From an optimization exercise on the open Yosys and OpenROAD flow, aimed at small area, a short achievable clock period and few clock cycles; shortcuts taken in it are not production practice.

Setup of build 51:
## muldiv_unit_p
module muldiv_unit_p #(
    parameter int WIDTH = 32,
    parameter int K     = 2,
    parameter int R4    = 0
) (
    input  logic             clk,
    input  logic             reset,
    input  logic             start,
    input  logic [2:0]       op,
    input  logic [WIDTH-1:0] src_a,
    input  logic [WIDTH-1:0] src_b,
    input  logic             cancel,
    input  logic             wr_en,
    input  logic             wr_hi,
    input  logic [WIDTH-1:0] wr_data,
    output logic             busy,
    output logic             done,
    output logic [WIDTH-1:0] hi,
    output logic [WIDTH-1:0] lo
);
Settings: LEC_CHECK=0, CAP_MARGIN=30, CORE_MARGIN=2, CORE_UTILIZATION=40, SLEW_MARGIN=30; clock period 13.0 ns.
standard.sh (not shown) runs the stock make flow with config.mk's settings and CLKGATE_MAP_FILE= SYNTH_SCRIPT=/design/flow/synth_recipe.tcl, a recipe that flattens the netlist after the stock synthesis.
==> flow/flow/run.sh <==
#!/bin/bash
# The standard layout, with timing repair aiming for more setup slack
# than the design's clock period needs.
set -euo pipefail
MARGIN=${MARGIN:-6.5}
bash standard.sh SETUP_SLACK_MARGIN=$MARGIN finish > orfs_make.log 2>&1
Input-level comparison between build 94 and build 51:
==> flow/flow/run.sh <==
#!/bin/bash
# The standard layout (standard.sh), with ORFS make settings from
# flow/make_args.txt: a larger timing-repair target than the clock period
# needs, and area recovery on paths with slack to spare.
set -euo pipefail
ARGS=$(cat flow/make_args.txt)
bash standard.sh $ARGS finish > orfs_make.log 2>&1
==> flow/flow/make_args.txt (new file) <==
SETUP_SLACK_MARGIN=5 RECOVER_POWER=100
==> run notes <==
To summarise build 94: no stage aborted, but the layout did not pass its checks, failing on max-capacitance violations, max-slew violations.
The final clock skew of build 94 falls short of that of build 51 by 0.0037 ns.
Number of buffers added on ports: build 51 vs build 94 identical
Build 51 -> build 94: number of enable-type register cells in the synthesized netlist delta 0, exact match
For the cell area, build 94 came in about 11% lower than build 51 did.
Going from build 51 to build 94, cell area after placement dropped 0.50%, overall routed net length dropped 7.8%.
Final cell count on build 94 is down relative to build 51.
Build 94 against build 51; count of inverters not on the clock network in the layout is down slightly.
For build 94, the critical path's slowest cell was sky130_fd_sc_hd__clkbuf_1, unlike build 51, where it was sky130_fd_sc_hd__a2111oi_4.
Relative to build 94, the following input files were edited for build 22:
Settings: SETUP_SLACK_MARGIN now 5, previously not set.
==> flow/run.sh (new file) <==
#!/bin/bash
# synth_recipe.tcl (not shown) runs the flow's synth.tcl, then flattens the netlist and writes it again
# the make line also repeats each setting of config.mk as NAME=value (left out here)
make -C /OpenROAD-flow-scripts/flow DESIGN_CONFIG=/design/flow/config.mk WORK_HOME=/design/flow/orfs CLKGATE_MAP_FILE= SYNTH_SCRIPT=/design/flow/synth_recipe.tcl finish
removed: flow/flow/run.sh
removed: flow/flow/make_args.txt
removed: flow/standard.sh
--- outcome ---
- Looking across build 94 and build 22, the single run that reached the end with no open violations was build 22.
- Build 94 finished all stages; layout check result: FAIL, due to max-capacitance violations, max-slew violations.
- Relative to build 94, the share of the core filled with cells of build 22 is higher by 0.27 points.
- | total length of routed wires | build 94 vs build 22 | ≈ equal |
- Build 94 and build 22 ended up with nearly the same footprint of the flip-flops and latches.
- A end point of the critical path of hi[22]$_DFFE_PP0P_ is what build 94 shows, while hi[24]$_DFFE_PP0P_ belongs to build 22.
No run of this note included a check of the RTL's function; only the layout flow was run.


== old ==
muldiv_unit_p, a different RTL version from the one above (not shown whole).
Size: about 5,000 cells after synthesis, ~170 I/O pins, roughly 38,000 um2 of cells after synthesis.
clock: 13.0 ns
lec_check: 0
abc_area: 1
cap_margin: 30
core_margin: 2
core_utilization: 40
slew_margin: 30
synth_hierarchical: 1
==> flow/flow/run.sh <==
#!/bin/bash
set -euo pipefail
ARGS=$(cat flow/make_args.txt)
bash standard.sh $ARGS finish > orfs_make.log 2>&1
==> flow/flow/make_args.txt <==
SETUP_SLACK_MARGIN=6.5
old completed; timing, DRC and antenna clean
Input changes introduced in new (baseline for comparison: old):
==> flow/flow/make_args.txt <==
SETUP_SLACK_MARGIN=6
[summary]
Total wire length after detailed routing delta for new relative to old: 2.0% lower
Looking at routed length on met1 across old and new, the one that comes out lower is new.
Taking old as the reference, in new final cell count moved down, post-route worst setup slack lost 0.39 ns.
Of the two values seen for launch point of the critical path, selfix_q$_DFF_P_ was produced by new and selt_q$_DFF_P_ by old.
The total area of sequential cells of new and that of old are within noise of each other.
The global-route usage number comes out higher for old vs new.
Summary — logic depth of the worst setup path including buffers, new relative to old: lower, by about 23%.
No functional check of the RTL was part of any run of this note.

-- what the ideal ports hide --
How much do the figures lean on ideal ports? The routed layouts below were timed once more, with nothing changed but the port constraints. Step 1 (the two cells are an assumption about what drives the block):
set clk [get_ports {clk}]
set_driving_cell -lib_cell sky130_fd_sc_hd__clkbuf_16 $clk
set_driving_cell -lib_cell sky130_fd_sc_hd__buf_2 [delete_from_list [all_inputs] $clk]
Step 2 adds t to the input delays and takes it off the output delays; t is the mean of the earliest and latest rising clock arrival at the registers after step 1. Input paths then give back, and output paths get back, about the clock's delay inside the block. Three values: ideal ports, drivers, drivers and shift; two values: the first two.
| run | t, ns | slack for setup (ns) | clock arrival spread, ns | worst data-port slew with drivers (ns) | pins driven straight from the clock port |
|---|---|---|---|---|---|
| build 51 | 0.633 | 5.541 / 5.544 / 4.911 | 0.037 / 0.037 | 0.09 | 1 |
| build 94 | 0.620 | 2.541 / 2.541 / 2.409 | 0.034 / 0.034 | 0.07 | 1 |
| build 22 | 0.625 | 5.093 / 5.093 / 4.678 | 0.031 / 0.032 | 0.07 | 1 |
| old | 0.685 | 6.391 / 6.391 / 5.973 | 0.056 / 0.056 | 0.05 | 1 |
| new | 0.688 | 5.997 / 5.997 / 5.621 | 0.057 / 0.057 | 0.05 | 1 |
The setup slack of build 51, which loses most, moves by +0.003 ns with the drivers and by -0.630 ns with both steps.
